This design comes from an exercise in tuning for small area, a short achievable clock period and few clock cycles on the open sky130 flow, not from production work.
Function was checked by simulation only, so behaviour that the tests miss may differ from the original.
Power and IR drop assume default switching activity.

==> flow/design.v (outline; a module is shown in full before it is edited, if it fits) <==
// module ssd_div6: 54 lines
// module ssd_sq2: 346 lines
// module ssd_sq1: 264 lines
// module ssd_sqrt_top4: 27 lines
// module ssd_sqrt_row: 18 lines
// module step_spike_detector: 260 lines
module step_spike_detector (
    input  logic        i_clk,
    input  logic        i_rst_n,
    input  logic        i_in_valid,
    output logic        o_in_ready,
    input  logic        i_in_operation,
    input  logic [12:0] i_in_accel_x,
    input  logic [12:0] i_in_accel_y,
    input  logic [12:0] i_in_accel_z,
    output logic        o_out_valid,
    input  logic        i_out_ready,
    output logic        o_out_step_detected,
    output logic [12:0] o_out_current_magnitude,
    output logic [12:0] o_out_baseline_magnitude,
    input  logic        i_cfg_we,
    input  logic [0:0]  i_cfg_idx,
    input  logic [12:0] i_cfg_data
);
  // ...
==> flow/flow/run.sh <==
#!/bin/bash
set -euo pipefail
bash standard.sh SETUP_SLACK_MARGIN=6.7 finish > standard_flow.log 2>&1
==> flow/standard.sh <==
#!/bin/bash
# synth_recipe.tcl (not shown) runs the flow's synth.tcl, then flattens the netlist and writes it again
# the make line also repeats each setting of config.mk as NAME=value (left out here)
make -C /OpenROAD-flow-scripts/flow DESIGN_CONFIG=/design/flow/config.mk WORK_HOME=/design/flow/orfs CLKGATE_MAP_FILE= SYNTH_SCRIPT=/design/flow/synth_recipe.tcl "${@:-finish}"
==> flow/config.mk <==
export PLATFORM = sky130hd
export DESIGN_NAME = step_spike_detector
export DESIGN_NICKNAME = step_spike_detector
export VERILOG_FILES = /design/flow/design.v
export SDC_FILE = /design/flow/constraint.sdc
export NUM_CORES = 4
export LEC_CHECK = 0
export CAP_MARGIN = 20
export CORE_MARGIN = 2
export CORE_UTILIZATION = 40
export SLEW_MARGIN = 20
==> flow/constraint.sdc <==
create_clock -name core_clock -period 10.0 [get_ports {i_clk}]
set_input_delay 2.0000 -clock core_clock [delete_from_list [all_inputs] [get_ports {i_clk}]]
set_output_delay 2.0000 -clock core_clock [all_outputs]
set_load 0.01 [all_outputs]
==> impl_metrics.ini, run 1 <==
[status]
outcome = complete, no violations

[placement]
globalplace.congestion = 0.824
hpwl_um = 66800
dpl_cell_area_um2 = 51800

[final_layout]
seq_cell_count = 948
final_cell_count_no_fill = 6009
final_common_cell = edfxtp_1
largest_reg_flops = 234
final_net_count = 4808

[yosys]
synthMuxAreaShare = 0.0246
yosysSeqAreaShare = 0.555
synth_top_cells_by_count = edfxtp_1 (827), nand2_1 (503), inv_1 (455)
synth.top_cell.area_share = 0.505
yosys_warnings = 25
ys_types = 87

[critical_path]
reg2regPathDepth = 17
crit_slowest_cell = fa_1
reg2reg_from = r_afull
crit_top_cell = buf_6
regToRegSetupSlack_ps = 6550
worstPathRequired_ps = 10650

[grt]
grt_max_degree = 154
antenna_found_initial = 3
grtUsageTotal = 0.160
grt_use_met3 = 0.0253

[power]
p_int_mw = 10.6
swShare = 0.354
sequentialPowerShare = 0.340

[clocking]
path_clk_slew_ps = 60
cts-root-to-sink-buffers = 3

[routing]
ant_nets = 0
vias_per_cell = 4.95

[min_path]
hp-start = r_mwin[2][9]

[sta]
fin_crit_sh = 0.345
slew_headroom = 0.325

[floorplan]
coreArea_um2 = 122000
Testbench counts, summed over its fixed seeds: cycles 8,452.
==> run 2, diff against run 1 <==
--- a/flow/config.mk
+++ b/flow/config.mk
@@ -7,2 +7,3 @@
 export LEC_CHECK = 0
+export ABC_AREA = 1
 export CAP_MARGIN = 20
==> impl_metrics.ini, run 2 <==
[critical_path]
cp-start-kind = flip-flop
crit_top_cell = buf_4
arrival_ps = 3900
crit_buf_inv = 5
worstPathCellList = buf_6, nor2_4, clkinvlp_4, buf_4, nor2_1, o21ai_0, o32ai_1, a211oi_2, ha_1, inv_1, o31ai_2, and2_1, or2_4, a21oi_4, buf_4, nand2_2, nand3_2, a21boi_2
path_class = flip-flop to flip-flop
crit_family = compound AO/OA/AOI/OAI gates
critPathMaxStageDelay_ps = 380
cp-endpoint = g_slot[1].r_root[0]
end_kind = flip-flop
path_depth = 18
worstPathRequired_ps = 10450
startpoint = r_q[21]
reg2reg_from = r_q[21]
regToRegSetupSlack_ps = 6550
reg2regPathDepth = 18
crit_fanout = 6
regToRegEndpoint = g_slot[1].r_root[0]
crit_slowest_cell = edfxtp_1

[routing]
drc_errors = 0
dr.pass1.iters = 5
vias_per_cell = 4.83
ant_nets = 0
vias = 31800
dr.first_iter.drc_count = 2170
wl_per_cell_um = 16.0
drt_wl_total_um = 106000

[grt]
grtUsageTotal = 0.167
grt_pass1_vias = 31600
grt_pass1_wl_um = 169000
grt_overflow = 0
grt_max_degree = 126
antenna_found_initial = 1

[yosys]
syn_area_per_cell_um2 = 10.6
synth_top_cell_by_area = edfxtp_1
yosysSeqAreaShare = 0.548
synth_top_family_by_area = adder cells
synth_nets = 5220
synth_adder_area_share = 0.148
synth.area.top_cells = edfxtp_1 (50%), fa_1 (9.0%), nand2_1 (7.0%)
ys_types = 60
synth_cells = 4706
async_reset_ff_frac = 0
synth-xor-area-share = 0.0338
ys_seq_elements = 948
synth_top_cells_by_count = nand2_1 (924), inv_1 (894), edfxtp_1 (827)
yosys_warnings = 25
post-synth-top-count-cell = nand2_1
synth-simple-area-share = 0.111
ys.flop_type = edfxtp_1
synth_compound_area_frac = 0.0791
synth.top_cell.area_share = 0.499
syn_area_um2 = 49800
synth_edf_count = 827
synthMuxAreaShare = 0.00181

[power]
power_density_nw_per_um2 = 285
swShare = 0.373
leakagePower_nw = 25.0
power.share.combinational = 0.422
sequentialPowerShare = 0.344
ir_worst_vdd_mv = 0.209
power.net_switching_mw = 6.03
clock_power_share = 0.235
p_int_mw = 10.1

[clocking]
cts_tree = done
ctsHoldBuffers = 0
clock_sinks = 948
cts-root-to-sink-buffers = 3
clock_latency_ps = 710
cts_buffers = 101
cts_htree_levels = 3
path_clk_slew_ps = 60
cts_root_buf = clkbuf_16

[job]
maxCapViolCount = 0

[sta]
rsz0062_at_grt = yes
hold_viol = 0
worstMarginPinSlew_ps = 1040
clock_skew_ps = 12.0
finalSetupTns_ps = 0
setup_viol = 0
fin_crit_sh = 0.345
period_minus_slack_ps = 3450
fmax_ghz = 0.289
slew_headroom = 0.309
finalMaxSlewViolations = 0

[floorplan]
die_w_um = 357
coreArea_um2 = 124000
io_pins = 88
num_rows = 129
dieArea_um2 = 127000
start_util = 0.403
die_h_um = 357

[final_layout]
final_common_cell = nand2_1
final_net_count = 5376
fillCellCount = 11500
final_cell_mix = nand2_1 (922), inv_1 (883), edfxtp_1 (827)
syn_to_final_growth_pct = 13.8
top_register = r_win
fin_area_um2 = 56700
largest_reg_flops = 234
top_regs = r_win: 234 flops, r_mwin: 208 flops, r_sum: 45 flops
drive_gt1_frac = 0.0829
insertedDiodeCount = 0

[status]
outcome = complete, no violations

[placement]
dpl_cell_area_um2 = 52400
io_buffer_count = 87
hpwl_um = 73900
globalplace.congestion = 0.877

[min_path]
hold_path.class = flip-flop to flip-flop
## run 2: changes by cell type after synthesis, moves of 63 or more
cell	delta
inv_1	+439
nand2_1	+421
nand3_1	+69
and2_1	-247
o21ai_0	+132
mux2i_1	-63
## run 2: how the worst min path moves through the flow
stage / cells past startpoint / start / end / slack [ps]
after floorplan: 0 / r_q[0] / g_slot[1].r_qq[0] / 400
after global placement: 0 / r_win[14][10] / r_win[15][10] / 400
after global routing: 0 / r_q[6] / g_slot[1].r_qq[6] / 410
after CTS: 0 / r_q[6] / g_slot[1].r_qq[6] / 400
final: 0 / g_slot[2].r_qq[7] / g_slot[3].r_qq[7] / 410
after detailed placement: 0 / r_q[11] / g_slot[1].r_qq[11] / 400
## run 2: cell type report
class / count / area (um^2) / area share
flip-flops and latches: 948 / 27300 / 0.481
repair inverters: 3 / 17.5 / 0.000309
clock buffers: 128 / 2690 / 0.0475
multi-input cells: 2722 / 18900 / 0.334
well taps: 1637 / 2050 / 0.0361
repair buffers: 181 / 1590 / 0.0280
clock inverters: 61 / 696 / 0.0123
inverters: 905 / 3440 / 0.0606
## run 2: logic make-up after synthesis
kind of cell | count (synthesis)
multiplexers | 9
AO/OA/AOI/OAI | 711
adder cells (fa/ha/maj) | 455
XOR/XNOR | 192
AND/OR/NAND/NOR | 1355
flip-flops | 948
buffers and inverters | 1036
## run 2: power by group through the flow
stage | sequential [mW] | combinational, mW | clock [mW]
6_report | 5.55 | 6.82 | 3.79
5_1_grt | 5.61 | 7.72 | 4.04
4_1_cts | 5.56 | 6.56 | 3.90
3_5_place_dp | 5.69 | 6.19 | 0
3_3_place_gp | 5.67 | 6.13 | 0
2_1_floorplan | 5.45 | 4.73 | 0
## run 2: worst register-to-register path: stages (launching register included)
cell        delay (ps)
edfxtp_1           380
buf_6              140
nor2_4             180
clkinvlp_4         260
buf_4              210
nor2_1             200
o21ai_0            110
o32ai_1            190
a211oi_2            80
ha_1               330
inv_1               60
o31ai_2            250
and2_1             190
or2_4              130
a21oi_4             50
buf_4              130
nand2_2             50
nand3_2             90
a21boi_2           180
## run 2: what timing repair did
action                                  in CTS  in global routing
pin swaps                                   16                 32
gates resized for setup                    186                 64
cloned                                       3                  0
endpoints found under the hold margin        0                  0
endpoints found under the setup margin     399                350
setup buffers                               43                 27
## run 2: through the flow
step / setup slack, ps / instances / hold slack, ps / utilization / power [mW]
2_1_floorplan: 5930 / 4706 / 400 / - / 10.2
3_3_place_gp: 5550 / 6323 / 400 / 0.424 / 11.8
3_5_place_dp: 5390 / 6323 / 405 / 0.424 / 11.9
4_1_cts: 6590 / 6558 / 404 / 0.455 / 16.0
5_1_grt: 6370 / 6585 / 412 / 0.458 / 17.4
6_report: 6550 / 6585 / 410 / 0.458 / 16.2
## run 2: per-layer routing
metal / routed length, um / GRT usage / share of wire
met1: 46600 / 0.215 / 0.44
met2: 50600 / 0.283 / 0.48
met5: 0 / 0 / 0
met4: 3750 / 0.0601 / 0.036
met3: 4610 / 0.0288 / 0.044
==> run 3, diff against run 2 <==
==> flow/flow/run.sh (replaced) <==
#!/bin/bash
set -euo pipefail
bash standard.sh SETUP_SLACK_MARGIN=6.4 finish > standard_flow.log 2>&1
--- a/flow/config.mk
+++ b/flow/config.mk
@@ -7,3 +7,2 @@
 export LEC_CHECK = 0
-export ABC_AREA = 1
 export CAP_MARGIN = 20
==> impl_metrics.ini, run 3 <==
[floorplan]
num_rows = 128
dieArea_um2 = 126000
start_util = 0.403
die_w_um = 355
coreArea_um2 = 122000
die_h_um = 355
io_pins = 88

[yosys]
ys_seq_elements = 948
yosysSeqAreaShare = 0.555
synth_cells = 4081
async_reset_ff_frac = 0
yosys_warnings = 25
ys.flop_type = edfxtp_1
synth.area.top_cells = edfxtp_1 (51%), fa_1 (9.1%), ha_1 (5.9%)
syn_area_per_cell_um2 = 12.0
syn_area_um2 = 49100
synth_top_cells_by_count = edfxtp_1 (827), nand2_1 (503), inv_1 (455)
synth.top_cell.area_share = 0.505
synth_top_cell_by_area = edfxtp_1
ys_types = 87
synth_nets = 4595
post-synth-top-count-cell = edfxtp_1
synth_edf_count = 827

[final_layout]
multi_input_comb_area_um2 = 20100
top_register = r_win
insertedDiodeCount = 0
drive_gt1_frac = 0.0841
fillCellCount = 11000
final_cell_mix = edfxtp_1 (827), nand2_1 (500), inv_1 (451)
final_net_count = 4719
syn_to_final_growth_pct = 13.9
regArea_um2 = 27300
largest_reg_flops = 234
fin_area_um2 = 56000
final_common_cell = edfxtp_1
top_regs = r_win: 234 flops, r_mwin: 208 flops, r_sum: 45 flops

[clocking]
cts_root_buf = clkbuf_16
cts_buffers = 104
cts-root-to-sink-buffers = 3
path_clk_slew_ps = 60
clock_latency_ps = 730
clock_sinks = 948
ctsHoldBuffers = 0
cts_tree = done
cts_htree_levels = 3

[placement]
globalplace.congestion = 0.804
io_buffer_count = 87
hpwl_um = 67100
dpl_cell_area_um2 = 51700

[critical_path]
worstPathRequired_ps = 10410
end_kind = flip-flop
path_class = flip-flop to flip-flop
arrival_ps = 3930
reg2regPathDepth = 17
cp-start-kind = flip-flop
crit_fanout = 7

[grt]
antenna_found_initial = 2
grt_pass1_wl_um = 157000
grt_max_degree = 145
grt_overflow = 0
grt_pass1_vias = 29300
grtUsageTotal = 0.155

[power]
leakagePower_nw = 22.0
power_density_nw_per_um2 = 284
ir_worst_vdd_mv = 0.203

[sta]
rsz0062_at_grt = yes
fmax_ghz = 0.284
clock_skew_ps = 67.5
setup_viol = 0
worstMarginPinSlew_ps = 1040
period_minus_slack_ps = 3520
finalSetupTns_ps = 0
hold_viol = 0
fin_crit_sh = 0.352
slew_headroom = 0.305
finalMaxSlewViolations = 0

[routing]
dr.pass1.iters = 5
ant_nets = 0
vias_per_cell = 4.91
drt_wl_total_um = 97500
wl_per_cell_um = 16.5
dr.first_iter.drc_count = 1838
drc_errors = 0
vias = 29100

[status]
outcome = complete, no violations

[job]
maxCapViolCount = 0

[min_path]
hold_path.class = flip-flop to flip-flop
whs_path_depth = 0
==> run 3: timing repair <==
| item | CTS | global route |
|---|---|---|
| buffers inserted | 23 | 29 |
| pin swaps | 18 | 34 |
| cloned | 1 | 2 |
| endpoints found under the setup margin | 61 | 124 |
| gates resized for setup | 74 | 70 |
==> run 3: kinds of logic after synthesis <==
family	count (synthesis)	share of synthesized area
AND/OR/NAND/NOR	1146	0.111
flip-flops	948	0.555
AO/OA/AOI/OAI	610	0.0759
buffers and inverters	602	0.0464
adder cells (fa/ha/maj)	458	0.151
XOR/XNOR	204	0.0364
multiplexers	113	0.0246
==> run 3: critical path: stages (launching register included) <==
cell	delay (ps)
edfxtp_1	420
inv_2	160
ha_4	190
a211oi_1	80
nor2_1	220
mux2i_1	110
a21oi_1	140
o21ai_1	80
a222oi_1	440
ha_1	320
nor2b_1	130
o21ai_1	140
nand2b_1	90
a21o_1	180
a21oi_2	150
xnor2_1	130
nand2_1	90
a21boi_2	180
==> run 3: per-layer routing <==
metal | wire (um) | vias up | track usage
met5 | 34 | - | 0
met4 | 2150 | 4 | 0.0438
met3 | 3050 | 137 | 0.0220
met2 | 48100 | 439 | 0.266
met1 | 44200 | 14300 | 0.205
li1 | - | 14200 | -
==> run 3: worst paths after layout <==
path / start / endpoint / slack [ps]
setup / recovery: r_q[18] / g_slot[1].r_root[0] / 6480
hold / removal: r_win[1][10] / r_win[2][10] / 400
setup reg to reg: r_q[18] / g_slot[1].r_root[0] / 6480
hold reg to reg: r_win[1][10] / r_win[2][10] / 400
==> run 3: stage by stage <==
stage,setup slack [ps],power [mW],util,hold slack (ps),std cells
2_1_floorplan,6440,10.3,-,400,4081
3_3_place_gp,5620,11.6,0.424,400,5668
3_5_place_dp,5610,11.7,0.424,405,5668
4_1_cts,6280,15.7,0.454,394,5886
5_1_grt,6220,17.1,0.459,397,5918
6_report,6480,15.9,0.459,399,5918
==> run 3: power by group <==
| group | internal, mW | total [mW] | switching, mW |
|---|---|---|---|
| registers | 5.24 | 5.63 | 0.390 |
| clock network | 2.08 | 3.71 | 1.63 |
| logic | 2.95 | 6.53 | 3.58 |
| total | 10.3 | 15.9 | 5.59 |
==> run 3: layout make-up <==
class | count | share of cell area
flip-flops and latches | 948 | 0.487
multi-input cells | 2533 | 0.359
clock buffers | 123 | 0.0483
well taps | 1625 | 0.0363
inverters | 458 | 0.0313
repair buffers | 160 | 0.0261
clock inverters | 71 | 0.0116
==> module step_spike_detector, before the edit <==
module step_spike_detector (
    input  logic        i_clk,
    input  logic        i_rst_n,
    input  logic        i_in_valid,
    output logic        o_in_ready,
    input  logic        i_in_operation,
    input  logic [12:0] i_in_accel_x,
    input  logic [12:0] i_in_accel_y,
    input  logic [12:0] i_in_accel_z,
    output logic        o_out_valid,
    input  logic        i_out_ready,
    output logic        o_out_step_detected,
    output logic [12:0] o_out_current_magnitude,
    output logic [12:0] o_out_baseline_magnitude,
    input  logic        i_cfg_we,
    input  logic [0:0]  i_cfg_idx,
    input  logic [12:0] i_cfg_data
);
    localparam int NT = 15;         
    logic          r_rdy;           
    logic          r_t_v;           
    logic          w_adv;           
    logic          w_hz;            
    logic          w_fadv;          
    logic          w_acc;
    logic [NT:1]   r_tv, r_te;      
    logic          r_f_v, r_f_op;
    logic [12:0]   r_f_abs [3];
    assign w_adv      = !r_t_v;
    assign w_hz       = r_f_v && r_f_op && r_tv[1] && r_te[1];
    assign w_fadv     = w_adv && !w_hz;
    assign w_acc      = i_in_valid && r_rdy;
    assign o_in_ready = r_rdy;
    function automatic logic is_ev(input int j);
        is_ev = r_tv[j] && r_te[j];
    endfunction
    function automatic logic [12:0] abs13(input logic [12:0] v);
        abs13 = v[12] ? 13'(~v + 13'd1) : v;
    endfunction
    always_ff @(posedge i_clk) begin
        if (!i_rst_n) r_f_v <= 1'b0;
        else if (w_fadv) r_f_v <= w_acc;
        if (w_fadv) begin
            r_f_op     <= i_in_operation;
            r_f_abs[0] <= abs13(i_in_accel_x);
            r_f_abs[1] <= abs13(i_in_accel_y);
            r_f_abs[2] <= abs13(i_in_accel_z);
        end
        if (!i_rst_n) r_tv <= '0;
        else if (w_adv) r_tv <= {r_tv[NT-1:1], r_f_v && !w_hz};
        if (w_adv) r_te <= {r_te[NT-1:1], r_f_op};
    end
    logic [12:0] r_win [3][6];
    logic [14:0] r_sum [3];
    logic [2:0]  r_acnt;        
    logic        r_afull;       
    logic [14:0] w_old [3];
    logic [14:0] w_cs_s [3], w_cs_c [3];
    logic        w_push;
    always_comb begin
        w_push = w_fadv && r_f_v && !r_f_op;
        for (int a = 0; a < 3; a++) begin
            w_old[a]  = ~(r_afull ? 15'(r_win[a][5]) : 15'd0);
            w_cs_s[a] = r_sum[a] ^ 15'(r_f_abs[a]) ^ w_old[a];
            w_cs_c[a] = {(r_sum[a][13:0] & 14'(r_f_abs[a])) | (r_sum[a][13:0] & w_old[a][13:0])
                         | (14'(r_f_abs[a]) & w_old[a][13:0]), 1'b1};
        end
    end
    always_ff @(posedge i_clk) begin
        if (w_push) begin
            for (int a = 0; a < 3; a++) begin
                r_win[a][0] <= r_f_abs[a];
                for (int i = 1; i < 6; i++) r_win[a][i] <= r_win[a][i-1];
            end
        end
        if (!i_rst_n) begin
            r_acnt  <= '0;
            r_afull <= 1'b0;
            for (int a = 0; a < 3; a++) r_sum[a] <= '0;
        end else if (w_push) begin
            if (!r_afull) r_acnt <= r_acnt + 3'd1;
            if (r_acnt == 3'd5) r_afull <= 1'b1;
            for (int a = 0; a < 3; a++) r_sum[a] <= w_cs_s[a] + w_cs_c[a];
        end
    end
    logic [12:0] w_mean0, w_mean1;
    logic [12:0] r_m [3];
    ssd_div6 u_div0 (.i_s(is_ev(1) ? r_sum[2] : r_sum[0]), .o_q(w_mean0));
    ssd_div6 u_div1 (.i_s(r_sum[1]), .o_q(w_mean1));
    always_ff @(posedge i_clk) begin
        if (w_fadv && r_f_v && r_f_op) begin
            r_m[0] <= w_mean0;
            r_m[1] <= w_mean1;
        end
        if (w_adv && is_ev(1)) r_m[2] <= w_mean0;
    end
    logic [25:0] w_a0, w_a1, w_a2, w_b0, w_b1, w_b2;
    logic [25:0] r_r0, r_r1, r_r2;
    ssd_sq2 u_sq2 (.i_a(r_m[0]), .i_b(r_m[1]), .o_r0(w_a0), .o_r1(w_a1), .o_r2(w_a2));
    ssd_sq1 u_sq1 (.i_r0(r_r0), .i_r1(r_r1), .i_r2(r_r2), .i_c(r_m[2]),
                   .o_r0(w_b0), .o_r1(w_b1), .o_r2(w_b2));
    always_ff @(posedge i_clk) begin
        if (w_adv) begin
            r_r0 <= is_ev(1) ? w_a0 : w_b0;
            r_r1 <= is_ev(1) ? w_a1 : w_b1;
            r_r2 <= is_ev(1) ? w_a2 : w_b2;
        end
    end
    logic [25:0] r_q;
    logic [3:0]  w_q4;
    logic [4:0]  w_rem4;
    logic [6:0]  w_rem5;
    logic        w_pos5;
    always_ff @(posedge i_clk) begin
        if (w_adv) r_q <= (r_r0 ^ r_r1 ^ r_r2) + {(r_r0[24:0] & r_r1[24:0]) | (r_r0[24:0] & r_r2[24:0]) | (r_r1[24:0] & r_r2[24:0]), 1'b0};
    end
    ssd_sqrt_top4 u_top4 (.i_x(r_q[25:18]), .o_q(w_q4), .o_rem(w_rem4));
    ssd_sqrt_row #(.W(8)) u_row4 (
        .i_rem  ({1'b0, w_rem4}),
        .i_root (w_q4),
        .i_bits (r_q[17:16]),
        .o_rem  (w_rem5),
        .o_pos  (w_pos5)
    );
    logic [5*20-1:0] c_rem;      
    logic [5*13-1:0] c_root;
    logic [5*18-1:0] c_q;
    assign c_rem[19:0]  = 20'(signed'(w_rem5));
    assign c_root[12:0] = 13'({w_q4, w_pos5});
    assign c_q[17:0]    = 18'(r_q[15:0]);
    for (genvar k = 1; k <= 4; k++) begin : g_slot
        localparam int K  = 2 * k + 3;
        localparam int WQ = 2 * (13 - K);
        logic [K+2:0]  r_rem;
        logic [K:0]    r_root;
        logic [WQ-1:0] r_qq;
        logic          w_ph1;
        logic [K+3:0]  w_rem;
        logic          w_pos;
        assign w_ph1 = is_ev(2 * k + 4);
        ssd_sqrt_row #(.W(K + 5)) u_row (
            .i_rem  (r_rem),
            .i_root (r_root),
            .i_bits (w_ph1 ? r_qq[WQ-3 -: 2] : r_qq[WQ-1 -: 2]),
            .o_rem  (w_rem),
            .o_pos  (w_pos)
        );
        always_ff @(posedge i_clk) begin
            if (w_adv) begin
                if (is_ev(2 * k + 3)) begin
                    r_rem  <= w_rem[K+2:0];
                    r_root <= {r_root[K-1:0], w_pos};
                end else begin
                    r_rem  <= (K+3)'(signed'(c_rem[20*(k-1) +: K+2]));
                    r_root <= (K+1)'(c_root[13*(k-1) +: K]);
                    r_qq   <= c_q[18*(k-1) +: WQ];
                end
            end
        end
        assign c_rem[20*k +: 20]  = 20'(signed'(w_rem));
        assign c_root[13*k +: 13] = 13'({r_root, w_pos});
        if (k < 4) begin : g_qn
            assign c_q[18*k +: 18] = 18'(r_qq[WQ-5:0]);
        end else begin : g_qe
            assign c_q[18*k +: 18] = '0;
        end
    end
    logic [12:0] r_mg;
    always_ff @(posedge i_clk) begin
        if (w_adv) r_mg <= c_root[13*4 +: 13];
    end
    logic [12:0] r_mwin [16];
    logic [16:0] r_msum;
    logic [3:0]  r_mcnt;        
    logic        r_mfull;       
    logic [16:0] w_mold, w_ms_s, w_ms_c;
    logic        w_mpush;
    logic [12:0] r_p_mag;
    always_comb begin
        w_mpush = w_adv && is_ev(13);
        w_mold  = ~(r_mfull ? 17'(r_mwin[15]) : 17'd0);
        w_ms_s  = r_msum ^ 17'(r_mg) ^ w_mold;
        w_ms_c  = {(r_msum[15:0] & 16'(r_mg)) | (r_msum[15:0] & w_mold[15:0])
                   | (16'(r_mg) & w_mold[15:0]), 1'b1};
    end
    always_ff @(posedge i_clk) begin
        if (w_mpush) begin
            r_mwin[0] <= r_mg;
            for (int i = 1; i < 16; i++) r_mwin[i] <= r_mwin[i-1];
            r_p_mag <= r_mg;
        end
        if (!i_rst_n) begin
            r_mcnt  <= '0;
            r_mfull <= 1'b0;
            r_msum  <= '0;
        end else if (w_mpush) begin
            r_mcnt <= r_mcnt + 4'd1;
            if (r_mcnt == 4'd15) r_mfull <= 1'b1;
            r_msum <= w_ms_s + w_ms_c;
        end
    end
    logic [12:0] r_thr;
    logic [7:0]  r_reload;
    logic [7:0]  r_cd;
    logic        r_prev_over;
    logic        r_over;
    logic [12:0] w_base;
    logic [14:0] w_cmp;
    logic        w_step;
    logic [7:0]  w_cd_dec;
    logic [26:0] w_res;
    logic [26:0] r_tail;
    logic        w_t_v_n;
    logic        w_f_v_n, w_f_op_n, w_tv1_n, w_te1_n;
    always_comb begin
        w_base   = r_msum[16:4];
        w_cmp    = {2'b00, r_p_mag} + {2'b00, ~w_base} + {2'b00, ~r_thr} + 15'd1;
        w_cd_dec = (r_cd != 8'd0) ? r_cd - 8'd1 : r_cd;
        w_step   = r_over && !r_prev_over && (w_cd_dec == 8'd0);
        w_res    = r_te[15] ? {w_step, r_p_mag, w_base} : 27'd0;
        w_t_v_n  = r_t_v ? !i_out_ready : (o_out_valid && !i_out_ready && r_tv[15]);
        w_f_v_n  = w_fadv ? w_acc : r_f_v;
        w_f_op_n = w_fadv ? i_in_operation : r_f_op;
        w_tv1_n  = w_adv ? (r_f_v && !w_hz) : r_tv[1];
        w_te1_n  = w_adv ? r_f_op : r_te[1];
    end
    always_ff @(posedge i_clk) begin
        if (w_adv && is_ev(14)) r_over <= w_cmp[14];
        if (!i_rst_n) begin
            r_thr    <= ssd_pkg::THR_RESET;
            r_reload <= ssd_pkg::CD_RESET;
        end else if (i_cfg_we) begin
            if (i_cfg_idx[0]) r_reload <= i_cfg_data[7:0];
            else              r_thr    <= i_cfg_data;
        end
        if (!i_rst_n) begin
            r_cd        <= ssd_pkg::CD_RESET;
            r_prev_over <= 1'b0;
        end else if (w_adv && is_ev(15)) begin
            r_cd        <= w_step ? r_reload : w_cd_dec;
            r_prev_over <= r_over;
        end
        if (!i_rst_n) begin
            r_t_v       <= 1'b0;
            r_rdy       <= 1'b1;
            o_out_valid <= 1'b0;
        end else begin
            r_t_v <= w_t_v_n;
            r_rdy <= !w_t_v_n && !(w_f_v_n && w_f_op_n && w_tv1_n && w_te1_n);
            if (!r_t_v && !(o_out_valid && !i_out_ready)) o_out_valid <= r_tv[15];
        end
        if (r_t_v) begin
            if (i_out_ready)
                {o_out_step_detected, o_out_current_magnitude, o_out_baseline_magnitude} <= r_tail;
        end else if (!(o_out_valid && !i_out_ready)) begin
            {o_out_step_detected, o_out_current_magnitude, o_out_baseline_magnitude} <= w_res;
        end
        if (!r_t_v) r_tail <= w_res;
    end
endmodule
==> run 4, diff against run 3 <==
--- a/flow/design.v
+++ b/flow/design.v
@@ -750,2 +750,3 @@
     logic [NT:1]   r_tv, r_te;      
+    logic          r_ev1;           
     logic          r_f_v, r_f_op;
@@ -774,2 +775,4 @@
         else if (w_adv) r_tv <= {r_tv[NT-1:1], r_f_v && !w_hz};
+        if (!i_rst_n) r_ev1 <= 1'b0;
+        else if (w_adv) r_ev1 <= r_f_v && !w_hz && r_f_op;
         if (w_adv) r_te <= {r_te[NT-1:1], r_f_op};
@@ -786,3 +789,3 @@
         for (int a = 0; a < 3; a++) begin
-            w_old[a]  = ~(r_afull ? 15'(r_win[a][5]) : 15'd0);
+            w_old[a]  = ~{2'b00, r_win[a][5]};
             w_cs_s[a] = r_sum[a] ^ 15'(r_f_abs[a]) ^ w_old[a];
@@ -796,3 +799,3 @@
                 r_win[a][0] <= r_f_abs[a];
-                for (int i = 1; i < 6; i++) r_win[a][i] <= r_win[a][i-1];
+                for (int i = 1; i < 5; i++) r_win[a][i] <= r_win[a][i-1];
             end
@@ -800,2 +803,8 @@
         if (!i_rst_n) begin
+            for (int a = 0; a < 3; a++) r_win[a][5] <= '0;
+        end else if (w_push) begin
+            for (int a = 0; a < 3; a++)
+                r_win[a][5] <= (r_afull || r_acnt == 3'd5) ? r_win[a][4] : 13'd0;
+        end
+        if (!i_rst_n) begin
             r_acnt  <= '0;
@@ -811,3 +820,3 @@
     logic [12:0] r_m [3];
-    ssd_div6 u_div0 (.i_s(is_ev(1) ? r_sum[2] : r_sum[0]), .o_q(w_mean0));
+    ssd_div6 u_div0 (.i_s(r_ev1 ? r_sum[2] : r_sum[0]), .o_q(w_mean0));
     ssd_div6 u_div1 (.i_s(r_sum[1]), .o_q(w_mean1));
@@ -818,3 +827,3 @@
         end
-        if (w_adv && is_ev(1)) r_m[2] <= w_mean0;
+        if (w_adv && r_ev1) r_m[2] <= w_mean0;
     end
@@ -827,5 +836,5 @@
         if (w_adv) begin
-            r_r0 <= is_ev(1) ? w_a0 : w_b0;
-            r_r1 <= is_ev(1) ? w_a1 : w_b1;
-            r_r2 <= is_ev(1) ? w_a2 : w_b2;
+            r_r0 <= r_ev1 ? w_a0 : w_b0;
+            r_r1 <= r_ev1 ? w_a1 : w_b1;
+            r_r2 <= r_ev1 ? w_a2 : w_b2;
         end
@@ -904,3 +913,3 @@
         w_mpush = w_adv && is_ev(13);
-        w_mold  = ~(r_mfull ? 17'(r_mwin[15]) : 17'd0);
+        w_mold  = ~{4'b0000, r_mwin[15]};
         w_ms_s  = r_msum ^ 17'(r_mg) ^ w_mold;
@@ -912,5 +921,7 @@
             r_mwin[0] <= r_mg;
-            for (int i = 1; i < 16; i++) r_mwin[i] <= r_mwin[i-1];
+            for (int i = 1; i < 15; i++) r_mwin[i] <= r_mwin[i-1];
             r_p_mag <= r_mg;
         end
+        if (!i_rst_n) r_mwin[15] <= '0;
+        else if (w_mpush) r_mwin[15] <= (r_mfull || r_mcnt == 4'd15) ? r_mwin[14] : 13'd0;
         if (!i_rst_n) begin
==> flow/flow/run.sh (replaced) <==
#!/bin/bash
set -euo pipefail
bash standard.sh SETUP_SLACK_MARGIN=6.95 finish > standard_flow.log 2>&1
==> impl_metrics.ini, run 4 <==
[status]
outcome = complete, no violations

[floorplan]
dieArea_um2 = 126000
coreArea_um2 = 122000
die_w_um = 356
io_pins = 88
num_rows = 128
start_util = 0.405
die_h_um = 356

[critical_path]
crit_fanout = 7
crit_family = adder cells
end_kind = flip-flop
worstPathCellList = buf_12, and2_4, fa_1, inv_2, fa_2, inv_2, fa_1, fa_2, mux2_2
reg2reg_from = r_m[0][9]
cp-endpoint = r_r1[12]
regToRegEndpoint = r_r1[12]
path_class = flip-flop to flip-flop
path_depth = 9
critPathMaxStageDelay_ps = 550
arrival_ps = 3840
reg2regPathDepth = 9
crit_buf_inv = 3
crit_slowest_cell = fa_1
worstPathRequired_ps = 10420
startpoint = r_m[0][9]
cp-start-kind = flip-flop
regToRegSetupSlack_ps = 6580

[yosys]
yosys_warnings = 25
syn_area_um2 = 49400
synth_top_cells_by_count = edfxtp_1 (775), inv_1 (451), nand2_1 (404)
synth.area.top_cells = edfxtp_1 (47%), fa_1 (9.1%), dfxtp_1 (7.0%)
ys_seq_elements = 949
synth_top_cell_by_area = edfxtp_1
post-synth-top-count-cell = edfxtp_1
syn_area_per_cell_um2 = 12.0
synth.top_cell.area_share = 0.471
ys_types = 92
ys.flop_type = edfxtp_1
synth_edf_count = 775
synth_nets = 4619
synth_cells = 4105
yosysSeqAreaShare = 0.541
async_reset_ff_frac = 0

[sta]
setup_viol = 0
clock_skew_ps = 58.4
fin_crit_sh = 0.342
fmax_ghz = 0.293
finalSetupTns_ps = 0
worstMarginPinSlew_ps = 1050
holdWs_ps = 390
finalMaxSlewViolations = 0
rsz0062_at_grt = yes
slew_headroom = 0.301
period_minus_slack_ps = 3420
hold_viol = 0

[routing]
ant_nets = 0
wl_per_cell_um = 16.9
vias = 30000
dr.first_iter.drc_count = 1785
vias_per_cell = 4.95
dr.pass1.iters = 7
drc_errors = 0
drt_wl_total_um = 102000

[final_layout]
utilization = 0.476
final_net_count = 4863
fin_area_um2 = 58100
largest_reg_flops = 234
final_common_cell = edfxtp_1
final_cell_mix = edfxtp_1 (775), inv_1 (413), nand2_1 (398)
insertedDiodeCount = 0
top_regs = r_win: 234 flops, r_mwin: 208 flops, r_sum: 45 flops
drive_gt1_frac = 0.167
top_register = r_win
fillCellCount = 10900
syn_to_final_growth_pct = 17.6

[min_path]
hold_path.class = flip-flop to flip-flop

[clocking]
cts-root-to-sink-buffers = 3
cts_buffers = 104
clock_sinks = 949
cts_root_buf = clkbuf_16
path_clk_slew_ps = 60
cts_tree = done
clock_latency_ps = 720
cts_htree_levels = 3

[grt]
grtUsageTotal = 0.161
grt_max_degree = 179
grt_use_met3 = 0.0246
busiest_layer = met2
grt_util_met1 = 0.213
grt_pass1_vias = 30000
antenna_found_initial = 2
use_met2 = 0.272
grt_pass1_wl_um = 163000
grt_overflow = 0

[placement]
io_buffer_count = 87
globalplace.congestion = 0.828
dpl_cell_area_um2 = 52100
hpwl_um = 68300

[power]
ir_worst_vdd_mv = 0.197
power_density_nw_per_um2 = 295
finalPower_mw = 17.1
leakagePower_nw = 22.6

[job]
maxCapViolCount = 0
## run 4: timing repair
action | in CTS | in global routing
buffers inserted | 105 | 69
pin swaps | 73 | 94
setup endpoints to repair | 357 | 247
gates resized for setup | 264 | 193
hold buffers | 0 | 0
cloned | 2 | 3
## run 4: routing by layer
| layer | wire [um] | up-vias |
|---|---|---|
| met4 | 2990 | 0 |
| met5 | 0 | - |
| met1 | 46300 | 14800 |
| met2 | 49700 | 435 |
| li1 | - | 14600 |
| met3 | 3420 | 186 |
## run 4: area by class of cell
cell class,count,area [um^2],area share
sequential,949,26800,0.461
multi-input combinational,2550,21600,0.372
clock buffer,140,2800,0.0482
timing repair buffer,288,2480,0.0427
tap,1625,2030,0.0350
inverter,455,1750,0.0302
clock inverter,55,602,0.0104
timing repair inverter,1,8.76,0.000151
## run 4: report_power, final
| part | total (mW) | internal, mW | switching, mW |
|---|---|---|---|
| sequential | 5.57 | 5.22 | 0.348 |
| combinational | 7.78 | 3.73 | 4.05 |
| clock | 3.78 | 2.19 | 1.60 |
## run 4: worst min path at each step
stage,depth (start not counted),startpoint,slack (ps),endpoint
6_report,0,r_q[6],390,g_slot[1].r_qq[6]
5_1_grt,0,r_q[5],390,g_slot[1].r_qq[5]
4_1_cts,0,r_q[6],390,g_slot[1].r_qq[6]
3_5_place_dp,0,r_q[11],400,g_slot[1].r_qq[11]
3_3_place_gp,0,r_win[12][0],400,r_win[13][0]
2_1_floorplan,0,r_q[0],400,g_slot[1].r_qq[0]
## run 4: kinds of logic (layout without fill, tap and decap cells)
| kind of cell | Yosys count | count (layout) | synth area share |
|---|---|---|---|
| muxes | 159 | 159 | 0.0346 |
| AOI/OAI and AO/OA | 658 | 658 | 0.0852 |
| xor gates and xnor gates | 206 | 206 | 0.0365 |
| DFF | 949 | 949 | 0.541 |
| buffers and inverters | 606 | 939 | 0.0467 |
| and+or+nand+nor | 1070 | 1070 | 0.106 |
| adders and majority gates | 457 | 457 | 0.150 |
## run 4: through the flow
step / cells / worst slack (ps)
2_1_floorplan: 4105 / 6730
3_3_place_gp: 5689 / 5920
3_5_place_dp: 5689 / 5840
4_1_cts: 5991 / 6610
5_1_grt: 6063 / 6510
6_report: 6063 / 6580
Testbench counts of run 4, summed over its fixed seeds: cycles 8,452.
==> run 5, diff against run 4 <==
==> flow/flow/run.sh (replaced) <==
#!/bin/bash
set -euo pipefail
bash standard.sh SETUP_SLACK_MARGIN=6.7 finish > standard_flow.log 2>&1
--- a/flow/config.mk
+++ b/flow/config.mk
@@ -10,2 +10,4 @@
 export CORE_UTILIZATION = 40
+export CTS_BUF_LIST = sky130_fd_sc_hd__clkbuf_8
+export CTS_CLUSTER_SIZE = 25
 export SLEW_MARGIN = 20
==> impl_metrics.ini, run 5 <==
[placement]
dpl_cell_area_um2 = 52000
hpwl_um = 68100
dp_slack_ps = 5810
place_inst = 5690
io_buffer_count = 87
globalplace.congestion = 0.820

[power]
finalPower_mw = 16.3
ir_worst_vdd_mv = 0.166
leakagePower_nw = 22.4
power_density_nw_per_um2 = 287

[yosys]
synth_edf_count = 775
synth_adder_area_share = 0.150
yosysSeqAreaShare = 0.541
yosys_warnings = 25
synthMuxAreaShare = 0.0346
post-synth-top-count-cell = edfxtp_1
ys.flop_type = edfxtp_1
synth_cells = 4105
synth_top_cell_by_area = edfxtp_1
syn_area_per_cell_um2 = 12.0
ys_seq_elements = 949
synth.top_cell.area_share = 0.471
synth_top_cells_by_count = edfxtp_1 (775), inv_1 (451), nand2_1 (404)
synth.area.top_cells = edfxtp_1 (47%), fa_1 (9.1%), dfxtp_1 (7.0%)
syn_area_um2 = 49400
synth_top_family_by_area = adder cells
synth_nets = 4619
synth-simple-area-share = 0.106
ys_types = 92
synth-xor-area-share = 0.0365
async_reset_ff_frac = 0
synth_compound_area_frac = 0.0852

[critical_path]
worstPathCellList = buf_2
end_kind = output port
crit_buf_inv = 1
worstPathRequired_ps = 8000
crit_family = flip-flops
arrival_ps = 1500
crit_slowest_cell = edfxtp_1
critPathMaxStageDelay_ps = 450
crit_fanout = 1
path_class = flip-flop to output port
cp-start-kind = flip-flop
reg2reg_from = r_m[0][9]
startpoint = o_out_current_magnitude[0]

[clocking]
cts_htree_levels = 4
ctsHoldBuffers = 0
clock_latency_ps = 880
cts-root-to-sink-buffers = 3
clock_sinks = 949
cts_root_buf = clkbuf_8
cts_tree = done
path_clk_slew_ps = 60
cts_buffers = 161

[floorplan]
io_pins = 88
num_rows = 128
dieArea_um2 = 126000
start_util = 0.405
coreArea_um2 = 122000
die_h_um = 356
die_w_um = 356

[sta]
holdWs_ps = 403
finalMaxSlewViolations = 0
period_minus_slack_ps = 3500
worstMarginPinSlew_ps = 1040
setup_viol = 0
hold_viol = 0
rsz0062_at_grt = yes
slew_headroom = 0.302
clock_skew_ps = 45.3
finalSetupTns_ps = 0
fmax_ghz = 0.286
setup_ws_ps = 6500
fin_crit_sh = 0.350

[job]
maxCapViolCount = 0

[final_layout]
syn_to_final_growth_pct = 14.8
top_register = r_win
final_cell_count_no_fill = 6093
final_common_cell = edfxtp_1
drive_gt1_frac = 0.135
final_cell_mix = edfxtp_1 (775), inv_1 (490), nand2_1 (403)
top_regs = r_win: 234 flops, r_mwin: 208 flops, r_sum: 45 flops
largest_reg_flops = 234
utilization = 0.464
fillCellCount = 11000
fin_area_um2 = 56800
final_net_count = 4845

[grt]
grt_pass1_wl_um = 162000
grt_max_degree = 119
grtUsageTotal = 0.161
grt_overflow = 0
antenna_found_initial = 6
grt_pass1_vias = 30300

[routing]
dr.first_iter.drc_count = 1906
drc_errors = 0
ant_nets = 0
dr.pass1.iters = 8
drt_wl_total_um = 101000
vias_per_cell = 4.93
vias = 30000
wl_per_cell_um = 16.6

[min_path]
hold_path.class = flip-flop to flip-flop
hp-start = r_mwin[8][9]

[status]
outcome = complete, no violations
-- run 5: cell types whose count changed in the layout (fill, tap and decap cells not counted), sizes merged, moves of 5 or more --
cell and change:
buf -73, clkbuf +34, clkinv +19, clkinvlp -6
diode +5, inv +51
-- run 5: path summary, 6_finish.rpt --
kind / to / slack, ps / depth (start not counted)
setup reg to reg: r_r1[12] / 6610 / 9
setup / recovery: o_out_current_magnitude[0] / 6500 / 1
hold / removal: r_mwin[9][9] / 400 / 0
hold reg to reg: r_mwin[9][9] / 400 / 0
-- run 5: logic make-up (layout without fill, tap and decap cells) --
logic type | count (synthesis) | after routing
AOI/OAI and AO/OA | 658 | 659
xor gates and xnor gates | 206 | 206
adders and majority gates | 457 | 457
buffers and inverters | 606 | 963
DFF | 949 | 949
muxes | 159 | 159
other | 0 | 5
and+or+nand+nor | 1070 | 1070
-- run 5: final cells by class --
class | instances | area, um^2 | share of cell area
flip-flops and latches | 949 | 26800 | 0.472
clock buffers | 173 | 2380 | 0.0420
multi-input cells | 2551 | 21000 | 0.371
repair buffers | 213 | 1830 | 0.0322
clock inverters | 122 | 942 | 0.0166
well taps | 1625 | 2030 | 0.0358
inverters | 455 | 1740 | 0.0307
diodes | 5 | 12.5 | 0.000220
-- run 5: power by group --
part | internal (mW) | total [mW] | switching (mW)
Combinational | 3.33 | 7.10 | 3.77
Clock | 1.90 | 3.58 | 1.67
Sequential | 5.23 | 5.58 | 0.357
-- run 5: timing repair --
action	CTS	global route
pin swaps	28	77
gates resized for setup	199	94
endpoints found under the setup margin	330	323
buffers inserted	62	38
gates cloned	1	1
-- run 5: worst reg2reg max path, stage by stage (launching register included) --
cell and delay (ps):
edfxtp_1 440, buf_12 170, and2_1 160, fa_1 530, inv_1 50, fa_2 520, inv_1 50, fa_1 500
fa_2 440, mux2_2 270
-- run 5: per-layer routing --
| layer | wire [um] | up-vias | GRT usage |
|---|---|---|---|
| li1 | - | 14600 | - |
| met1 | 45700 | 14700 | 0.211 |
| met2 | 49000 | 556 | 0.268 |
| met3 | 3910 | 169 | 0.0290 |
| met4 | 2460 | 0 | 0.0527 |
| met5 | 0 | - | 0 |
==> run 6, diff against run 5 <==
--- a/flow/config.mk
+++ b/flow/config.mk
@@ -10,4 +10,2 @@
 export CORE_UTILIZATION = 40
-export CTS_BUF_LIST = sky130_fd_sc_hd__clkbuf_8
-export CTS_CLUSTER_SIZE = 25
 export SLEW_MARGIN = 20
==> impl_metrics.ini, run 6 <==
[final_layout]
final_cell_mix = edfxtp_1 (775), inv_1 (436), nand2_1 (403)
multi_input_comb_area_um2 = 21100
drive_gt1_frac = 0.129
fillCellCount = 10900
insertedDiodeCount = 0
regArea_um2 = 26800
final_net_count = 4792
largest_reg_flops = 234
final_common_cell = edfxtp_1
syn_to_final_growth_pct = 15.4
top_regs = r_win: 234 flops, r_mwin: 208 flops, r_sum: 45 flops
top_register = r_win

[yosys]
ys_types = 92
synth_nets = 4619
syn_area_um2 = 49400
synth_top_cell_by_area = edfxtp_1
yosysSeqAreaShare = 0.541
syn_area_per_cell_um2 = 12.0
yosys_warnings = 25
synth_top_cells_by_count = edfxtp_1 (775), inv_1 (451), nand2_1 (404)
synth.top_cell.area_share = 0.471
post-synth-top-count-cell = edfxtp_1
synth_edf_count = 775
synth.area.top_cells = edfxtp_1 (47%), fa_1 (9.1%), dfxtp_1 (7.0%)
ys.flop_type = edfxtp_1
ys_seq_elements = 949
synth_cells = 4105
async_reset_ff_frac = 0

[floorplan]
dieArea_um2 = 126000
io_pins = 88
num_rows = 128
start_util = 0.405
die_w_um = 356
die_h_um = 356
coreArea_um2 = 122000

[placement]
io_buffer_count = 87
globalplace.congestion = 0.820
hpwl_um = 68100

[power]
finalPower_mw = 16.6
ir_worst_vdd_mv = 0.194
leakagePower_nw = 22.3
power_density_nw_per_um2 = 291

[sta]
period_minus_slack_ps = 3400
hold_viol = 0
rsz0062_at_grt = yes
finalSetupTns_ps = 0
fmax_ghz = 0.294
slew_headroom = 0.302
fin_crit_sh = 0.340
setup_viol = 0
worstMarginPinSlew_ps = 1040
clock_skew_ps = 68.8
finalMaxSlewViolations = 0

[clocking]
cts_htree_levels = 3
cts_tree = done
ctsHoldBuffers = 0
path_clk_slew_ps = 70
clock_latency_ps = 710
cts_root_buf = clkbuf_16
cts_buffers = 101
clock_sinks = 949
cts-root-to-sink-buffers = 3

[min_path]
hold_path.class = flip-flop to flip-flop
hp-start = g_slot[1].r_qq[7]

[grt]
grt_max_degree = 119
grt_pass1_vias = 29800
grt_overflow = 0
grtUsageTotal = 0.159
antenna_found_initial = 2
grt_pass1_wl_um = 161000

[critical_path]
end_kind = flip-flop
arrival_ps = 3860
worstPathRequired_ps = 10470
path_class = flip-flop to flip-flop
crit_fanout = 5
cp-start-kind = flip-flop
startpoint = r_m[0][3]
reg2reg_from = r_m[0][3]

[job]
maxCapViolCount = 0

[routing]
dr.first_iter.drc_count = 1859
dr.pass1.iters = 5
drt_wl_total_um = 100000
ant_nets = 0
vias = 29600
drc_errors = 0
wl_per_cell_um = 16.7
vias_per_cell = 4.93

[status]
outcome = complete, no violations
-- run 6: final timing paths --
kind / to / slack [ps] / depth (start not counted)
setup / recovery: r_r1[12] / 6600 / 8
hold / removal: g_slot[2].r_qq[7] / 410 / 0
setup reg to reg: r_r1[12] / 6600 / 8
hold reg to reg: g_slot[2].r_qq[7] / 410 / 0
-- run 6: kinds of logic after synthesis --
logic type | Yosys count | share of synthesized area
flip-flops | 949 | 0.541
AO/OA/AOI/OAI | 658 | 0.0852
buffers and inverters | 606 | 0.0467
adder cells (fa/ha/maj) | 457 | 0.150
XOR/XNOR | 206 | 0.0365
AND/OR/NAND/NOR | 1070 | 0.106
multiplexers | 159 | 0.0346
-- run 6: repair_timing --
item,in CTS,in global routing
pin swaps,44,73
cloned,2,0
gates resized for setup,198,109
setup endpoints to repair,341,327
buffers inserted,63,44
-- run 6: layout make-up --
class / instances / area share
sequential: 949 / 0.469
clock inverter: 50 / 0.0116
tap: 1625 / 0.0356
inverter: 455 / 0.0306
clock buffer: 141 / 0.0501
multi-input combinational: 2551 / 0.370
timing repair buffer: 220 / 0.0329
-- run 6: per-stage QoR --
stage	cell area, um^2	setup WS, ps	std cells	hold slack, ps	utilization
finish	57000	6600	5991	410	0.467
CTS	56300	6590	5946	409	0.461
detailed placement	52000	5810	5690	405	0.425
global route	57000	6500	5991	415	0.467
global placement	52000	5850	5690	401	0.425
floorplan	49500	6710	4105	400	-
-- run 6: routing by layer --
layer / global-route usage / vias to the layer above / share of wire / wire length, um
met4: 0.0449 / 2 / 0.024 / 2420
li1: - / 14500 / - / -
met2: 0.269 / 472 / 0.49 / 48700
met3: 0.0244 / 151 / 0.033 / 3350
met1: 0.212 / 14500 / 0.46 / 45800
met5: 0 / - / 0.00020 / 20
-- run 6: critical path, stage by stage, from the launching register on --
cell and delay [ps]:
edfxtp_1 540, and2_4 210, fa_1 540, inv_2 40, fa_2 530, inv_2 40
fa_2 540, fa_2 440, mux2_2 270
-- run 6: where the power goes --
part	internal (mW)	leakage, nW	switching (mW)
clock network	2.32	1.71	1.58
registers	5.22	9.13	0.354
logic	3.34	11.4	3.78
==> run 7, diff against run 6 <==
--- a/flow/config.mk
+++ b/flow/config.mk
@@ -10,2 +10,5 @@
 export CORE_UTILIZATION = 40
+export CTS_BUF_LIST = sky130_fd_sc_hd__clkbuf_16
+export CTS_CLUSTER_DIAMETER = 100
+export CTS_CLUSTER_SIZE = 30
 export SLEW_MARGIN = 20
==> impl_metrics.ini, run 7 <==
[yosys]
ys_seq_elements = 949
synth_top_cell_by_area = edfxtp_1
syn_area_per_cell_um2 = 12.0
synth_cells = 4105
synth_top_cells_by_count = edfxtp_1 (775), inv_1 (451), nand2_1 (404)
async_reset_ff_frac = 0
ys.flop_type = edfxtp_1
synth_edf_count = 775
syn_area_um2 = 49400
ys_types = 92
yosysSeqAreaShare = 0.541
synth_nets = 4619
synth.area.top_cells = edfxtp_1 (47%), fa_1 (9.1%), dfxtp_1 (7.0%)
yosys_warnings = 25
post-synth-top-count-cell = edfxtp_1
synth.top_cell.area_share = 0.471

[final_layout]
drive_gt1_frac = 0.109
fillCellCount = 11100
insertedDiodeCount = 0
final_cell_count_no_fill = 5874
final_net_count = 4729
top_register = r_win
top_regs = r_win: 234 flops, r_mwin: 208 flops, r_sum: 45 flops
final_cell_mix = edfxtp_1 (775), inv_1 (455), nand2_1 (402)
syn_to_final_growth_pct = 11.0
largest_reg_flops = 234
final_common_cell = edfxtp_1

[grt]
grt_pass1_vias = 29000
grtUsageTotal = 0.155
grt_max_degree = 119
grt_pass1_wl_um = 158000
antenna_found_initial = 2
grt_overflow = 0

[floorplan]
start_util = 0.405
die_w_um = 356
coreArea_um2 = 122000
io_pins = 88
die_h_um = 356
dieArea_um2 = 126000
num_rows = 128

[sta]
rsz0062_at_grt = yes
period_minus_slack_ps = 3450
fmax_ghz = 0.290
hold_viol = 0
setup_ws_ps = 6550
slew_headroom = 0.304
finalMaxSlewViolations = 0
worstMarginPinSlew_ps = 1040
clock_skew_ps = 30.0
fin_crit_sh = 0.345
finalSetupTns_ps = 0
setup_viol = 0

[job]
maxCapViolCount = 0

[clocking]
cts_htree_levels = 2
path_clk_slew_ps = 120
cts_root_buf = clkbuf_16
clock_latency_ps = 670
cts_buffers = 42
cts_tree = done
clock_sinks = 949
cts-root-to-sink-buffers = 3

[critical_path]
crit_buf_inv = 2
cp-start-kind = flip-flop
crit_slowest_cell = edfxtp_1
path_class = flip-flop to flip-flop
arrival_ps = 3860
worstPathCellList = and2_4, fa_1, inv_2, fa_2, inv_2, fa_1, fa_2, mux2_2
crit_family = adder cells
end_kind = flip-flop
critPathMaxStageDelay_ps = 560
crit_fanout = 5
worstPathRequired_ps = 10410

[routing]
drc_errors = 0
vias = 29100
drt_wl_total_um = 98900
ant_nets = 0
dr.first_iter.drc_count = 1740
dr.pass1.iters = 5
vias_per_cell = 4.95
wl_per_cell_um = 16.8

[placement]
hpwl_um = 68100
globalplace.congestion = 0.820
io_buffer_count = 87
dp_slack_ps = 5810
place_inst = 5690

[min_path]
hold_path.class = flip-flop to flip-flop

[power]
ir_worst_vdd_mv = 0.161
leakagePower_nw = 21.2
power_density_nw_per_um2 = 270

[status]
outcome = complete, no violations
-- run 7: cell counts after synthesis --
No cell type changed its count.
-- run 7: final cells by class --
type | instances | area, um^2 | area share
clock inverter | 36 | 307 | 0.00559
tap | 1625 | 2030 | 0.0371
clock buffer | 42 | 1050 | 0.0192
sequential | 949 | 26800 | 0.488
timing repair buffer | 216 | 1850 | 0.0337
multi-input combinational | 2551 | 21100 | 0.385
inverter | 455 | 1750 | 0.0318
-- run 7: repair_timing --
action,4_1_cts,5_1_grt
buffers inserted,65,38
gates cloned,2,0
hold buffers,0,0
pin swaps,37,75
endpoints found under the setup margin,344,323
gates resized for setup,203,107
-- run 7: kinds of logic after synthesis --
family / count (synthesis) / synth area share
compound gates: 658 / 0.0852
xor+xnor: 206 / 0.0365
fa+ha+maj: 457 / 0.150
buf+inv: 606 / 0.0467
flops: 949 / 0.541
mux: 159 / 0.0346
simple gates: 1070 / 0.106
-- run 7: per-stage QoR --
| stage | area, um^2 | total power, mW | util | hold WS (ps) |
|---|---|---|---|---|
| after global placement | 52000 | 11.9 | 0.425 | 401 |
| after CTS | 54200 | 14.6 | 0.443 | 416 |
| after floorplan | 49500 | 10.5 | - | 400 |
| after detailed placement | 52000 | 12.0 | 0.425 | 405 |
| after global routing | 54900 | 16.0 | 0.449 | 414 |
| final | 54900 | 14.8 | 0.449 | 414 |
-- run 7: where the power goes --
group / switching (mW) / internal (mW)
clock network: 1.31 / 0.827
registers: 0.359 / 5.21
logic: 3.76 / 3.34
-- run 7: worst paths after layout --
kind	from	end	slack (ps)	depth (start not counted)
worst max register to register	r_m[0][7]	r_r1[12]	6550	8
worst min register to register	g_slot[2].r_qq[4]	g_slot[3].r_qq[4]	410	0
worst min-delay path	g_slot[2].r_qq[4]	g_slot[3].r_qq[4]	410	0
worst max-delay path	r_m[0][7]	r_r1[12]	6550	8
-- run 7: metal layers --
metal | global-route usage | part of all wire
met1 | 0.211 | 0.46
met5 | 0 | 0
met3 | 0.0182 | 0.030
met2 | 0.268 | 0.49
met4 | 0.0318 | 0.018
-- run 7: worst reg2reg max path: cells and delay by family, from the launching register on --
| family | cells | cell delay [ps] |
|---|---|---|
| flip-flops | 1 | 560 |
| adder cells (fa/ha/maj) | 4 | 2050 |
| buffers and inverters | 2 | 90 |
| multiplexers | 1 | 270 |
| AND/OR/NAND/NOR | 1 | 240 |
==> run 8, diff against run 7 <==
--- a/flow/config.mk
+++ b/flow/config.mk
@@ -10,4 +10,4 @@
 export CORE_UTILIZATION = 40
-export CTS_BUF_LIST = sky130_fd_sc_hd__clkbuf_16
-export CTS_CLUSTER_DIAMETER = 100
+export CTS_BUF_LIST = sky130_fd_sc_hd__clkbuf_8 sky130_fd_sc_hd__clkbuf_16
+export CTS_CLUSTER_DIAMETER = 120
 export CTS_CLUSTER_SIZE = 30
==> impl_metrics.ini, run 8 <==
[sta]
hold_viol = 0
setup_viol = 0
clock_skew_ps = 46.5
worstMarginPinSlew_ps = 1060
rsz0062_at_grt = yes
finalSetupTns_ps = 0
holdWs_ps = 398
slew_headroom = 0.290
fmax_ghz = 0.297
finalMaxSlewViolations = 0
fin_crit_sh = 0.337
period_minus_slack_ps = 3370

[power]
power_density_nw_per_um2 = 269
power.share.combinational = 0.485
leakagePower_nw = 21.2
p_int_mw = 9.34
clock_power_share = 0.137
ir_worst_vdd_mv = 0.150
swShare = 0.366
sequentialPowerShare = 0.378
power.net_switching_mw = 5.38

[clocking]
ctsHoldBuffers = 0
cts_buffers = 39
clock_latency_ps = 670
cts_htree_levels = 2
path_clk_slew_ps = 120
clock_sinks = 949
cts-root-to-sink-buffers = 3
cts_tree = done
cts_root_buf = clkbuf_16

[routing]
drt_wl_total_um = 99300
wl_per_cell_um = 16.9
dr.first_iter.drc_count = 1796
vias_per_cell = 4.96
ant_nets = 0
drc_errors = 0
vias = 29200
dr.pass1.iters = 5

[yosys]
synth_top_cell_by_area = edfxtp_1
post-synth-top-count-cell = edfxtp_1
synth.area.top_cells = edfxtp_1 (47%), fa_1 (9.1%), dfxtp_1 (7.0%)
synth_cells = 4105
synth_top_cells_by_count = edfxtp_1 (775), inv_1 (451), nand2_1 (404)
ys_types = 92
syn_area_um2 = 49400
ys.flop_type = edfxtp_1
async_reset_ff_frac = 0
synth_nets = 4619
synth.top_cell.area_share = 0.471
yosysSeqAreaShare = 0.541
synth_edf_count = 775
yosys_warnings = 25
ys_seq_elements = 949
syn_area_per_cell_um2 = 12.0

[final_layout]
final_cell_mix = edfxtp_1 (775), inv_1 (463), nand2_1 (401)
insertedDiodeCount = 0
drive_gt1_frac = 0.108
top_register = r_win
syn_to_final_growth_pct = 10.7
fillCellCount = 11100
final_net_count = 4732
largest_reg_flops = 234
fin_area_um2 = 54700
top_regs = r_win: 234 flops, r_mwin: 208 flops, r_sum: 45 flops
regArea_um2 = 26800
final_common_cell = edfxtp_1
multi_input_comb_area_um2 = 21100

[floorplan]
die_w_um = 356
die_h_um = 356
coreArea_um2 = 122000
dieArea_um2 = 126000
io_pins = 88
num_rows = 128
start_util = 0.405

[grt]
grt_pass1_wl_um = 159000
grt_pass1_vias = 29100
antenna_found_initial = 1
grt_max_degree = 119
grt_overflow = 0
grtUsageTotal = 0.156

[critical_path]
end_kind = flip-flop
arrival_ps = 3810
path_class = flip-flop to flip-flop
cp-start-kind = flip-flop
crit_fanout = 6
worstPathRequired_ps = 10440

[placement]
hpwl_um = 68100
io_buffer_count = 87
dpl_cell_area_um2 = 52000
globalplace.congestion = 0.820

[job]
maxCapViolCount = 0

[min_path]
hold_path.class = flip-flop to flip-flop

[status]
outcome = complete, no violations
-- run 8: cells by family after synthesis --
group,Yosys count,share of synthesized area
adders and majority gates,457,0.150
DFF,949,0.541
AOI/OAI and AO/OA,658,0.0852
xor gates and xnor gates,206,0.0365
and+or+nand+nor,1070,0.106
buffers and inverters,606,0.0467
muxes,159,0.0346
-- run 8: path summary, 6_finish.rpt --
path	cells past startpoint	slack (ps)	endpoint	from
setup / recovery	9	6630	r_r1[14]	r_m[0][9]
hold / removal	0	400	r_mwin[14][6]	r_mwin[13][6]
setup reg to reg	9	6630	r_r1[14]	r_m[0][9]
hold reg to reg	0	400	r_mwin[14][6]	r_mwin[13][6]
-- run 8: area by class of cell --
class / count / share of cell area
timing repair buffer: 221 / 0.0340
multi-input combinational: 2552 / 0.386
inverter: 455 / 0.0319
clock inverter: 31 / 0.00345
clock buffer: 41 / 0.0185
sequential: 949 / 0.489
tap: 1625 / 0.0372
-- run 8: layer usage --
layer / global-route usage / wire length (um)
met4: 0.0336 / 1900
met1: 0.212 / 46000
met2: 0.269 / 48500
met3: 0.0184 / 2920
met5: 0 / 0
-- run 8: through the flow --
stage          power, mW  setup slack [ps]  cells  utilization
6_report            14.7              6630   5874        0.448
4_1_cts             14.4              6570   5828        0.441
3_5_place_dp        12.0              5810   5690        0.425
3_3_place_gp        11.9              5850   5690        0.425
2_1_floorplan       10.5              6710   4105            -
5_1_grt             15.9              6440   5874        0.448
-- run 8: power by group through the flow --
stage	clock (mW)	sequential, mW	combinational [mW]
global route	2.22	5.63	8.04
CTS	2.10	5.58	6.76
floorplan	0	5.49	5.04
global placement	0	5.74	6.19
detailed placement	0	5.75	6.25
finish	2.01	5.56	7.15
-- run 8: repair_timing --
action,4_1_cts,5_1_grt
buffers inserted,65,44
cloned,1,2
endpoints found under the setup margin,342,306
gates resized for setup,195,114
pin swaps,34,78
-- run 8: worst max-delay path, stage by stage (launching register included) --
cell and delay, ps:
edfxtp_1 460, buf_12 170, and2_4 160, fa_1 520, inv_2 40, fa_2 520, inv_2 40, fa_1 540
fa_2 420, mux2_4 260
==> run 9, diff against run 8 <==
--- a/flow/config.mk
+++ b/flow/config.mk
@@ -11,4 +11,4 @@
 export CTS_BUF_LIST = sky130_fd_sc_hd__clkbuf_8 sky130_fd_sc_hd__clkbuf_16
-export CTS_CLUSTER_DIAMETER = 120
-export CTS_CLUSTER_SIZE = 30
+export CTS_CLUSTER_DIAMETER = 80
+export CTS_CLUSTER_SIZE = 20
 export SLEW_MARGIN = 20
==> impl_metrics.ini, run 9 <==
[routing]
vias_per_cell = 4.95
dr.pass1.iters = 5
vias = 29200
drc_errors = 0
wl_per_cell_um = 16.8
ant_nets = 0
dr.first_iter.drc_count = 1669
drt_wl_total_um = 98900

[final_layout]
final_cell_mix = edfxtp_1 (775), inv_1 (473), nand2_1 (402)
final_common_cell = edfxtp_1
final_cell_count_no_fill = 5903
regArea_um2 = 26800
top_register = r_win
top_regs = r_win: 234 flops, r_mwin: 208 flops, r_sum: 45 flops
drive_gt1_frac = 0.110
multi_input_comb_area_um2 = 21100
final_net_count = 4743
largest_reg_flops = 234
syn_to_final_growth_pct = 11.8
insertedDiodeCount = 0
fillCellCount = 11100

[yosys]
post-synth-top-count-cell = edfxtp_1
syn_area_per_cell_um2 = 12.0
syn_area_um2 = 49400
yosys_warnings = 25
yosysSeqAreaShare = 0.541
synth.area.top_cells = edfxtp_1 (47%), fa_1 (9.1%), dfxtp_1 (7.0%)
synth_top_cell_by_area = edfxtp_1
ys.flop_type = edfxtp_1
synth_top_cells_by_count = edfxtp_1 (775), inv_1 (451), nand2_1 (404)
synth_cells = 4105
ys_types = 92
synth_edf_count = 775
synth.top_cell.area_share = 0.471
ys_seq_elements = 949
async_reset_ff_frac = 0
synth_nets = 4619

[sta]
period_minus_slack_ps = 3400
finalMaxSlewViolations = 0
finalSetupTns_ps = 0
worstMarginPinSlew_ps = 1060
hold_viol = 0
rsz0062_at_grt = yes
fmax_ghz = 0.294
slew_headroom = 0.292
fin_crit_sh = 0.340
setup_viol = 0
clock_skew_ps = 32.6

[critical_path]
end_kind = flip-flop
crit_family = adder cells
worstPathRequired_ps = 10420
critPathMaxStageDelay_ps = 550
crit_fanout = 5
cp-start-kind = flip-flop
crit_slowest_cell = edfxtp_1
worstPathCellList = and2_4, fa_1, inv_1, fa_2, inv_1, fa_1, fa_2, mux2_2
arrival_ps = 3820
crit_buf_inv = 2
path_class = flip-flop to flip-flop

[grt]
use_met2 = 0.267
grt_overflow = 0
antenna_found_initial = 3
grtUsageTotal = 0.156
grt_util_met1 = 0.212
grt_max_degree = 119
grt_pass1_vias = 29100
busiest_layer = met2
grt_pass1_wl_um = 159000
grt_use_met3 = 0.0199

[placement]
globalplace.congestion = 0.820
io_buffer_count = 87
place_inst = 5690
hpwl_um = 68100

[min_path]
hold_path.class = flip-flop to flip-flop

[clocking]
cts-root-to-sink-buffers = 3
clock_latency_ps = 700
clock_sinks = 949
cts_buffers = 58
cts_root_buf = clkbuf_16
cts_tree = done
cts_htree_levels = 2
ctsHoldBuffers = 0
path_clk_slew_ps = 90

[job]
maxCapViolCount = 0

[power]
power_density_nw_per_um2 = 274
ir_worst_vdd_mv = 0.194
leakagePower_nw = 21.5

[floorplan]
start_util = 0.405
die_w_um = 356
die_h_um = 356
dieArea_um2 = 126000
num_rows = 128
io_pins = 88
coreArea_um2 = 122000

[status]
outcome = complete, no violations
-- run 9: cell count changes in the layout (fill, tap and decap cells not counted), sizes merged --
cell,previous run,this run
buf,163,156
bufinv,0,2
clkbuf,42,60
clkinv,5,10
clkinvlp,0,2
inv,481,491
nor2b,69,68
-- run 9: kinds of logic (layout without fill, tap and decap cells) --
group / Yosys count / in the layout / share of synthesized area
buffers and inverters: 606 / 778 / 0.0467
and+or+nand+nor: 1070 / 1070 / 0.106
DFF: 949 / 949 / 0.541
muxes: 159 / 159 / 0.0346
adders and majority gates: 457 / 457 / 0.150
xor gates and xnor gates: 206 / 206 / 0.0365
AOI/OAI and AO/OA: 658 / 659 / 0.0852
-- run 9: final timing paths --
kind	to	from	slack (ps)	cells after the start
max	r_r1[14]	r_m[0][3]	6600	8
min	r_win[3][1]	r_win[2][1]	410	0
max reg2reg	r_r1[14]	r_m[0][3]	6600	8
min reg2reg	r_win[3][1]	r_win[2][1]	410	0
-- run 9: repair_timing --
item | 4_1_cts | 5_1_grt
pin swaps | 33 | 67
resized for setup | 192 | 104
buffers inserted | 62 | 39
cloned | 1 | 1
setup endpoints to repair | 332 | 327
endpoints found under the hold margin | 0 | 0
-- run 9: power breakdown --
group          leakage [nW]  internal (mW)  switching, mW  total [mW]
registers              9.13           5.21          0.361        5.58
logic                  11.4           3.33           3.77        7.10
clock network         0.995           1.14           1.35        2.49
-- run 9: metrics by stage --
stage | setup WS (ps) | area [um^2] | hold WS, ps | total power, mW | utilization
global route | 6490 | 55300 | 420 | 16.4 | 0.452
CTS | 6590 | 54600 | 411 | 14.9 | 0.446
detailed placement | 5810 | 52000 | 405 | 12.0 | 0.425
floorplan | 6710 | 49500 | 400 | 10.5 | -
global placement | 5850 | 52000 | 401 | 11.9 | 0.425
finish | 6600 | 55300 | 412 | 15.2 | 0.452
-- run 9: layer usage --
layer	routed length, um	vias up
met5	20	-
met4	1920	2
met3	3170	115
met2	48300	447
met1	45500	14400
li1	-	14300
-- run 9: worst reg2reg max path: cells and delay by family (launching register included) --
family	cells	cell delay, ps
and+or+nand+nor	1	220
DFF	1	550
muxes	1	260
buffers and inverters	2	110
adders and majority gates	4	2000
-- run 9: final cells by class --
type,instances,area share
sequential,949,0.485
multi-input combinational,2551,0.381
tap,1625,0.0368
timing repair buffer,214,0.0329
inverter,455,0.0316
clock buffer,59,0.0265
clock inverter,50,0.00645

-- static timing again, ports no longer ideal --
Ports are ideal in the flow. The routed layouts listed here were re-timed in OpenROAD.
Step 1, drivers: a clkbuf_16 drives i_clk and a buf_2 each remaining input, both assumed.
Step 2, shift: input delay + t, output delay - t, t = (earliest + latest rising clock arrival at the registers) / 2. This alone moves slack from input paths to output paths.
Three values: ideal ports, drivers, drivers and shift; two values: the first two.
| run | t, ns | setup WS [ns] | cell pins on the clock port's net |
|---|---|---|---|
| run 1 | 0.766 | 6.555 / 6.555 / 5.971 | 1 |
| run 2 | 0.778 | 6.545 / 6.545 / 6.083 | 1 |
| run 3 | 0.770 | 6.479 / 6.479 / 5.900 | 1 |
| run 4 | 0.762 | 6.582 / 6.582 / 6.260 | 1 |
| run 5 | 0.928 | 6.499 / 6.432 / 5.987 | 1 |
| run 6 | 0.755 | 6.602 / 6.602 / 6.149 | 1 |
| run 7 | 0.733 | 6.550 / 6.550 / 6.186 | 1 |
| run 8 | 0.724 | 6.629 / 6.621 / 6.140 | 1 |
| run 9 | 0.753 | 6.604 / 6.604 / 6.154 | 1 |
After both steps setup and hold are still met in every run listed. The setup slack of run 1, which loses most, moves by 0.000 ns with the drivers and by -0.584 ns with both steps.
